From an optimization exercise on the open Yosys and OpenROAD flow, aimed at small area, a short achievable clock period and few clock cycles; shortcuts taken in it are not production practice. At most, simulation tests tie the RTL to the original design; equivalence was not proved. Power and IR drop assume default switching activity.

==> build 76 <==
==> flow/design.v (excerpt) <==
module sequence_hamming_window_matcher_top (
    input  logic                              i_clk,
    input  logic                              i_rst_n,
    input  logic                              i_in_valid,
    output logic                              o_in_stall,
    input  shwm_pkg::t_in_beat                i_in,
    output logic                              o_out_valid,
    input  logic                              i_out_stall,
    output shwm_pkg::t_out_beat               o_out,
    input  logic                              i_cfg_we,
    input  logic [shwm_pkg::CFG_IDX_W-1:0]    i_cfg_idx,
    input  logic [shwm_pkg::CFG_DATA_W-1:0]   i_cfg_wdata
);
    localparam int RQ_DEPTH = 5;
    shwm_pkg::t_in_beat  beat;
    logic                load;
    logic                push;
    logic                start;
    logic                issue;
    logic                issue_last;
    logic [15:0]         win_sel;
    logic [15:0]         en;
    logic [THR_W-1:0]    thr;
    logic                pop;
    shwm_ctrl #(
        .RQ_DEPTH (RQ_DEPTH)
    ) u_ctrl (
        .i_clk        (i_clk),
        .i_rst_n      (i_rst_n),
        .i_in_valid   (i_in_valid),
        .o_in_stall   (o_in_stall),
        .i_in         (i_in),
        .i_cfg_we     (i_cfg_we),
        .i_cfg_idx    (i_cfg_idx),
        .i_cfg_wdata  (i_cfg_wdata),
        .i_pop        (pop),
        .o_beat       (beat),
        .o_load       (load),
        .o_push       (push),
        .o_start      (start),
        .o_issue      (issue),
        .o_issue_last (issue_last),
        .o_win_sel    (win_sel),
        .o_en         (en),
        .o_thr        (thr)
    );
    shwm_datapath #(
        .RQ_DEPTH (RQ_DEPTH)
    ) u_datapath (
        .i_clk        (i_clk),
        .i_rst_n      (i_rst_n),
        .i_beat       (beat),
        .i_load       (load),
        .i_push       (push),
        .i_start      (start),
        .i_issue      (issue),
        .i_issue_last (issue_last),
        .i_win_sel    (win_sel),
        .i_en         (en),
        .i_thr        (thr),
        .o_pop        (pop),
        .o_out_valid  (o_out_valid),
        .i_out_stall  (i_out_stall),
        .o_out        (o_out)
    );
endmodule
==> module shwm_ctrl, before the edit <==
module shwm_ctrl #(
    parameter int RQ_DEPTH = 5      
) (
    input  logic                              i_clk,
    input  logic                              i_rst_n,
    input  logic                              i_in_valid,
    output logic                              o_in_stall,
    input  shwm_pkg::t_in_beat                i_in,
    input  logic                              i_cfg_we,
    input  logic [shwm_pkg::CFG_IDX_W-1:0]    i_cfg_idx,
    input  logic [shwm_pkg::CFG_DATA_W-1:0]   i_cfg_wdata,
    input  logic                              i_pop,
    output shwm_pkg::t_in_beat                o_beat,
    output logic                              o_load,
    output logic                              o_push,
    output logic                              o_start,
    output logic                              o_issue,
    output logic                              o_issue_last,
    output logic [15:0]                       o_win_sel,
    output logic [15:0]                       o_en,
    output logic [THR_W-1:0]                  o_thr
);
    logic [4:0]          r_len;       
    logic [6:0]          r_mlen;      
    logic [THR_W-1:0]    r_thr;
    logic                r_ib_full;
    shwm_pkg::t_in_beat  r_ib;
    logic [4:0]          r_fill;
    logic                r_act;
    logic [5:0]          r_rem;       
    logic [15:0]         r_en;
    logic [THR_W-1:0]    r_bthr;
    logic [2:0]          r_used;      
    logic                r_room;      
    logic                r_at_last;   
    logic                r_stall;     
    logic                act_n;
    logic [5:0]          rem_n;
    logic [2:0]          used_n;
    logic                ib_full_n;
    logic                room;
    logic                at_last;
    logic                free;
    logic                consume;
    logic                c_test;
    logic                c_clear;
    logic [4:0]          fill_n;
    logic                produce;
    logic                cfg_ok;
    logic [4:0]          wlen_n;
    logic [6:0]          mlen_n;
    assign room       = r_room;
    assign at_last    = r_at_last;
    assign o_issue    = r_act && room;
    assign free       = !r_act || (at_last && room);
    assign consume    = r_ib_full && !r_stall;
    assign o_in_stall = r_stall;
    assign o_load  = consume && (r_ib.action == ACT_LOAD);
    assign c_test  = consume && (r_ib.action == ACT_TEST);
    assign c_clear = consume && (r_ib.action == ACT_CLEAR);
    assign fill_n  = (r_fill >= r_len) ? r_len : r_fill + 5'd1;
    assign produce = c_test && (fill_n == r_len) && ({2'b00, r_len} <= r_mlen);
    assign o_beat       = r_ib;
    assign o_push       = c_test;
    assign o_start      = c_test;
    assign o_issue_last = at_last;
    assign o_en         = r_en;
    assign o_thr        = r_bthr;
    always_comb begin
        for (int k = 0; k < 16; k++) begin
            o_win_sel[k] = (r_len == 5'(k + 1));
        end
    end
    assign cfg_ok = i_cfg_we && !i_in_valid && !o_in_stall;
    assign wlen_n = (i_cfg_wdata[4:0] == '0) ? 5'd1 :
                    (i_cfg_wdata[4:0] > 5'd16) ? 5'd16 : i_cfg_wdata[4:0];
    assign mlen_n = (i_cfg_wdata[6:0] == '0) ? 7'd1 :
                    (i_cfg_wdata[6:0] > 7'd64) ? 7'd64 : i_cfg_wdata[6:0];
    always_comb begin
        act_n = r_act;
        rem_n = r_rem;
        if (produce) begin
            act_n = 1'b1;
            rem_n = 6'(r_mlen - {2'b00, r_len});
        end else if (o_issue) begin
            rem_n = r_rem - 6'd1;
            if (at_last) begin
                act_n = 1'b0;
            end
        end
        used_n    = r_used + 3'(o_issue) - 3'(i_pop);
        ib_full_n = r_stall || i_in_valid;
    end
    always_ff @(posedge i_clk) begin
        if (!o_in_stall) begin
            r_ib <= i_in;
        end
        if (produce) begin
            r_en   <= 16'((17'd1 << r_len) - 17'd1);
            r_bthr <= r_thr;
        end
        r_rem     <= rem_n;
        r_at_last <= (rem_n == '0);
    end
    always_ff @(posedge i_clk) begin
        if (!i_rst_n) begin
            r_len     <= WLEN_RESET;
            r_mlen    <= MLEN_RESET;
            r_thr     <= THR_RESET;
            r_ib_full <= 1'b0;
            r_fill    <= '0;
            r_act     <= 1'b0;
            r_used    <= '0;
            r_room    <= 1'b1;
            r_stall   <= 1'b0;
        end else begin
            r_ib_full <= ib_full_n;
            r_act     <= act_n;
            r_used    <= used_n;
            r_room    <= (used_n < 3'(RQ_DEPTH));
            r_stall   <= ib_full_n && !(!act_n || ((rem_n == '0) && (used_n < 3'(RQ_DEPTH))));
            if (c_test) begin
                r_fill <= fill_n;
            end else if (c_clear) begin
                r_fill <= '0;
            end
            if (cfg_ok) begin
                unique case (i_cfg_idx)
                    CFG_WINDOW_LENGTH: begin
                        r_len  <= wlen_n;
                        r_fill <= '0;
                    end
                    CFG_MAP_LENGTH: begin
                        r_mlen <= mlen_n;
                    end
                    CFG_MATCH_THRESHOLD: begin
                        r_thr <= i_cfg_wdata;
                    end
                    default: ;
                endcase
            end
        end
    end
endmodule
export LEC_CHECK = 0
export ABC_CLOCK_PERIOD_IN_PS = 3000
export CAP_MARGIN = 20
export CELL_PAD_IN_SITES_DETAIL_PLACEMENT = 1
export CELL_PAD_IN_SITES_GLOBAL_PLACEMENT = 2
export CORE_MARGIN = 2
export CORE_UTILIZATION = 45
export PLACE_DENSITY = 0.55
export SETUP_SLACK_MARGIN = 5
export SLEW_MARGIN = 20
create_clock -name core_clock -period 10.0 [get_ports {i_clk}]
run.sh (not shown) runs the stock make flow with config.mk's settings and CLKGATE_MAP_FILE= SYNTH_SCRIPT=/design/flow/synth_recipe.tcl, a recipe that flattens the netlist after the stock synthesis.
==> inputs of trial 59, as changes to build 76 <==
--- a/flow/design.v
+++ b/flow/design.v
@@ -69,9 +69,2 @@
     logic [2:0]          r_used;      
-    logic                r_room;      
-    logic                r_at_last;   
-    logic                r_stall;     
-    logic                act_n;
-    logic [5:0]          rem_n;
-    logic [2:0]          used_n;
-    logic                ib_full_n;
     logic                room;
@@ -87,8 +80,8 @@
     logic [6:0]          mlen_n;
-    assign room       = r_room;
-    assign at_last    = r_at_last;
+    assign room       = (r_used < 3'(RQ_DEPTH));
+    assign at_last    = (r_rem == '0);
     assign o_issue    = r_act && room;
     assign free       = !r_act || (at_last && room);
-    assign consume    = r_ib_full && !r_stall;
-    assign o_in_stall = r_stall;
+    assign consume    = r_ib_full && free;
+    assign o_in_stall = r_ib_full && !free;
     assign o_load  = consume && (r_ib.action == ACT_LOAD);
@@ -100,3 +93,3 @@
     assign o_push       = c_test;
-    assign o_start      = c_test;
+    assign o_start      = produce;
     assign o_issue_last = at_last;
@@ -114,17 +107,2 @@
                     (i_cfg_wdata[6:0] > 7'd64) ? 7'd64 : i_cfg_wdata[6:0];
-    always_comb begin
-        act_n = r_act;
-        rem_n = r_rem;
-        if (produce) begin
-            act_n = 1'b1;
-            rem_n = 6'(r_mlen - {2'b00, r_len});
-        end else if (o_issue) begin
-            rem_n = r_rem - 6'd1;
-            if (at_last) begin
-                act_n = 1'b0;
-            end
-        end
-        used_n    = r_used + 3'(o_issue) - 3'(i_pop);
-        ib_full_n = r_stall || i_in_valid;
-    end
     always_ff @(posedge i_clk) begin
@@ -137,4 +115,7 @@
         end
-        r_rem     <= rem_n;
-        r_at_last <= (rem_n == '0);
+        if (produce) begin
+            r_rem <= 6'(r_mlen - {2'b00, r_len});
+        end else if (o_issue) begin
+            r_rem <= r_rem - 6'd1;
+        end
     end
@@ -149,10 +130,6 @@
             r_used    <= '0;
-            r_room    <= 1'b1;
-            r_stall   <= 1'b0;
         end else begin
-            r_ib_full <= ib_full_n;
-            r_act     <= act_n;
-            r_used    <= used_n;
-            r_room    <= (used_n < 3'(RQ_DEPTH));
-            r_stall   <= ib_full_n && !(!act_n || ((rem_n == '0) && (used_n < 3'(RQ_DEPTH))));
+            if (!o_in_stall) begin
+                r_ib_full <= i_in_valid;
+            end
             if (c_test) begin
@@ -162,2 +139,8 @@
             end
+            if (produce) begin
+                r_act <= 1'b1;
+            end else if (o_issue && at_last) begin
+                r_act <= 1'b0;
+            end
+            r_used <= r_used + 3'(o_issue) - 3'(i_pop);
             if (cfg_ok) begin
CORE_UTILIZATION = 30   (was 45)
PLACE_DENSITY = 0.45   (was 0.55)
SETUP_SLACK_MARGIN = not set   (was 5)
==> summary.txt <==
metric	build 76	trial 59
Sequential group power	31800 uW	31500 uW
Internal Power	50500 uW	50300 uW
Initial Utilization	0.451	0.301
Result of the run	no timing/DRC/antenna violations	no timing/DRC/antenna violations
Arrival time worst endpoint	5670 ps	3840 ps
Post-Syn Area	283000 um2	283000 um2
Post-synthesis share of cell area spent on full adders, half adders and majority gates	0.0774	0.0774
Number of buffers outside the clock class in the layout	750	737
Fraction of layout instances using a drive strength above 1	0.139	0.202
Tapcells	8350	12.5k
Average vias per placed instance	6.74	5.73
Dpl cells	26.4k	28.4k
Met1 routing resource usage after global routing	0.609	0.454
Launch point of the worst hold path	u_datapath.r_pt[2][0]	u_datapath.u_tree.r2_200
Endpoint of the most critical setup path	u_datapath.r_map[49][53]	o_in_stall
Fraction of area in registers	0.617	0.603
Detailed-route wire length per cell	51.1 um	52.2 um
Static power due to leakage	0.110 uW	0.108 uW
Slowest cell on the critical path	nor2_4	buf_4
Largest net degree at the start of global routing	152	128
Layout Utilization	0.511	0.349
Testbench counts of trial 59, summed over its fixed seeds: cycles 33,297.
The RTL of build 76 was laid out without a check of its function.

port drivers added, routing unchanged:
The flow's constraints put no driver on any port. The routed layouts listed below were extracted and timed again, unchanged, in two steps. Step 1 sets driving cells, clkbuf_16 on the clock port and buf_2 on the other inputs (assumed; they add their load-dependent delay and slew). Step 2 also shifts input and output timing later by t, the mid clock arrival at the registers, as if the neighbouring blocks saw the same clock. Three values: no drivers, after step 1, after step 2; two values: the first two.
run	shift t [ns]	slack for setup (ns)	worst setup path at the end	worst register clock-pin slew, ns
build 76	1.329	5.122 / 5.122 / 4.412	input to register	0.07 / 0.07
trial 59	1.245	4.165 / 4.012 / 4.750	register to register	0.07 / 0.07
After both steps setup and hold are still met in every run listed. The setup slack of build 76, which loses most, moves by 0.000 ns with the drivers and by -0.710 ns with both steps.
